What follows belongs to an exercise in optimizing a design on an open flow for small area, a short achievable clock period and few clock cycles per item; a production flow would make more cautious choices. Function was checked by simulation only, so behaviour that the tests miss may differ from the original.

Setup of before:
// wrapped_angle_slew_tracker
module wrapped_angle_slew_tracker
(
	input  wire logic                  clk,
	input  wire logic                  arst_n,
	input  wire logic                  cfg_valid,
	output      logic                  cfg_ready,
	input  wire logic [wast_pkg::CFG_IDX_W-1:0]  cfg_index,
	input  wire logic [wast_pkg::CFG_DATA_W-1:0] cfg_data,
	input  wire logic                  in_valid,
	output      logic                  in_ready,
	input  wire logic [wast_pkg::CMD_W-1:0]      cmd,
	input  wire logic [wast_pkg::ANGLE_W-1:0]    angle_in,
	input  wire logic [wast_pkg::TIME_W-1:0]     elapsed_time,
	output      logic                  out_valid,
	input  wire logic                  out_ready,
	output      logic [wast_pkg::ANGLE_W-1:0]    current_angle,
	output      logic [wast_pkg::ANGLE_W-1:0]    target_angle
);
	localparam logic [16:0] FULL17 = 17'd46080;
	localparam logic [16:0] HALF17 = 17'd23040;
	logic [wast_pkg::SLEW_W-1:0]  slew_q;
	logic [wast_pkg::GAIN_W-1:0]  gain_q;
	logic        v0_q;
	logic [1:0]  c0_q;
	logic [15:0] t0_q;
	logic        s1_load;
	logic        v1_q;
	logic [1:0]  c1_q;
	logic [27:0] g1_q;
	logic [15:0] l1_q;
	logic        gz1_q;
	logic [15:0] goal_q;
	logic [14:0] dmag_q;
	logic        dneg_q;
	logic        out_valid_q;
	logic        adv;
	logic [15:0] angle_f;
	logic [31:0] gd_s, gd_c;
	logic [35:0] sd_s, sd_c;
  ...
Settings: LEC_CHECK=0, ABC_AREA=1, CAP_MARGIN=20, CORE_MARGIN=2, CORE_UTILIZATION=52, SETUP_SLACK_MARGIN=5, SLEW_MARGIN=20; clock period 11.0 ns.
standard.sh (not shown) runs the stock make flow with config.mk's settings and CLKGATE_MAP_FILE= SYNTH_SCRIPT=/design/flow/synth_recipe.tcl, a recipe that flattens the netlist after the stock synthesis.
==> flow/flow/run.sh <==
#!/bin/bash
# Standard layout, with one netlist clean-up between synthesis and floorplan:
# flow/faopt.py removes inverters around full adders by flipping the polarity
# of full adders (a full adder is self-dual), without changing the logic.
set -euo pipefail
R="$PWD/orfs/results/${FLOW_PLATFORM}/wrapped_angle_slew_tracker/base"
bash standard.sh synth > synth.log 2>&1
python3 flow/faopt.py "$R/1_2_yosys.v" "$R/1_2_yosys.faopt.v" > faopt.log 2>&1
grep -c "sky130_fd_sc_hd__inv" "$R/1_2_yosys.v" "$R/1_2_yosys.faopt.v" >> faopt.log 2>&1 || true
cp "$R/1_2_yosys.v" "$R/1_2_yosys.standard.v"
mv "$R/1_2_yosys.faopt.v" "$R/1_2_yosys.v"
bash standard.sh > layout.log 2>&1
Other scripts of this flow, unchanged in this note and not shown: flow/flow/faopt.py
before | status: complete | timing, DRC, antenna: pass
Testbench counts of before, summed over its fixed seeds: cycles 2,424, items 2,400.
[inputs] after vs before
- changing SETUP_SLACK_MARGIN from 5 to 4
Results
Worst setup slack (lower): after
Re initial detailed-routing violation count: after is about 1.2% up on before.
Between before and after, the cell area is higher for before.
Compared with before, after instantiates a smaller number of standard cells.
Per the comparison of after with before, routed wire length shrank by 4.5%, number of primary I/O pins saw little to no change, area growth from synthesis to final layout fell 8.1 points.

* * *

Starting RTL as in the previous note.
Design wrapped_angle_slew_tracker, start of the top module:
module wrapped_angle_slew_tracker
(
	input  wire logic                  clk,
	input  wire logic                  arst_n,
	input  wire logic                  cfg_valid,
	output      logic                  cfg_ready,
	input  wire logic [wast_pkg::CFG_IDX_W-1:0]  cfg_index,
	input  wire logic [wast_pkg::CFG_DATA_W-1:0] cfg_data,
	input  wire logic                  in_valid,
	output      logic                  in_ready,
	input  wire logic [wast_pkg::CMD_W-1:0]      cmd,
	input  wire logic [wast_pkg::ANGLE_W-1:0]    angle_in,
	input  wire logic [wast_pkg::TIME_W-1:0]     elapsed_time,
	output      logic                  out_valid,
	input  wire logic                  out_ready,
	output      logic [wast_pkg::ANGLE_W-1:0]    current_angle,
	output      logic [wast_pkg::ANGLE_W-1:0]    target_angle
);
	localparam logic [16:0] FULL17 = 17'd46080;
	localparam logic [16:0] HALF17 = 17'd23040;
	logic [wast_pkg::SLEW_W-1:0]  slew_q;
	logic [wast_pkg::GAIN_W-1:0]  gain_q;
	logic        v0_q;
	logic [1:0]  c0_q;
	logic [15:0] t0_q;
	logic        s1_load;
  ...
export LEC_CHECK = 0
export ABC_AREA = 1
export CAP_MARGIN = 20
export CORE_MARGIN = 2
export CORE_UTILIZATION = 58
export SETUP_SLACK_MARGIN = 4
export SLEW_MARGIN = 20
create_clock -name core_clock -period 11.0 [get_ports {clk}]
Scripts as last shown in full above: flow/flow/run.sh
Other scripts of this flow, unchanged in this note and not shown: flow/flow/faopt.py
Testbench counts at the start, summed over its fixed seeds: cycles 2,424, items 2,400.
Next try:
Settings changed: SETUP_SLACK_MARGIN 4 to 4.5.
Area after synthesis does not change.
Critical path depth is lower by 3.
Next try:
Settings changed: CORE_UTILIZATION 58 to 62.
The changed run completed with no timing, DRC or antenna violations.
Setup slack loses 0.030 ns.
Die area shrinks by a few percent.
Sequential cell count stays the same.
Worst hold slack gains 0.0048 ns.
Sequential share of layout area stays flat.

-- what the ideal ports hide --
Ports are ideal in the flow. The routed layouts listed here were re-timed in OpenROAD.
Step 1, drivers: a clkbuf_16 drives clk and a buf_2 each remaining input, both assumed.
Step 2 moves the port delays by t, midway between the first and last clock arrival at a register: inputs arrive t later, outputs are due t later. That takes back most of the time a late clock gives input paths.
Three values: ideal ports, drivers, drivers and shift; two values: the first two.
| run | shift t [ns] | slack for setup (ns) | clock arrival spread, ns |
|---|---|---|---|
| before | 0.572 | 4.582 / 4.582 / 4.582 | 0.022 / 0.021 |
| after | 0.575 | 4.196 / 4.196 / 4.196 | 0.033 / 0.033 |
| the first run of note 2 | 0.571 | 4.143 / 4.143 / 4.143 | 0.021 / 0.021 |
| the second run of note 2 | 0.564 | 4.513 / 4.513 / 4.513 | 0.022 / 0.021 |
| the third run of note 2 | 0.581 | 4.483 / 4.483 / 4.483 | 0.014 / 0.015 |
After both steps every run listed still meets setup and hold.
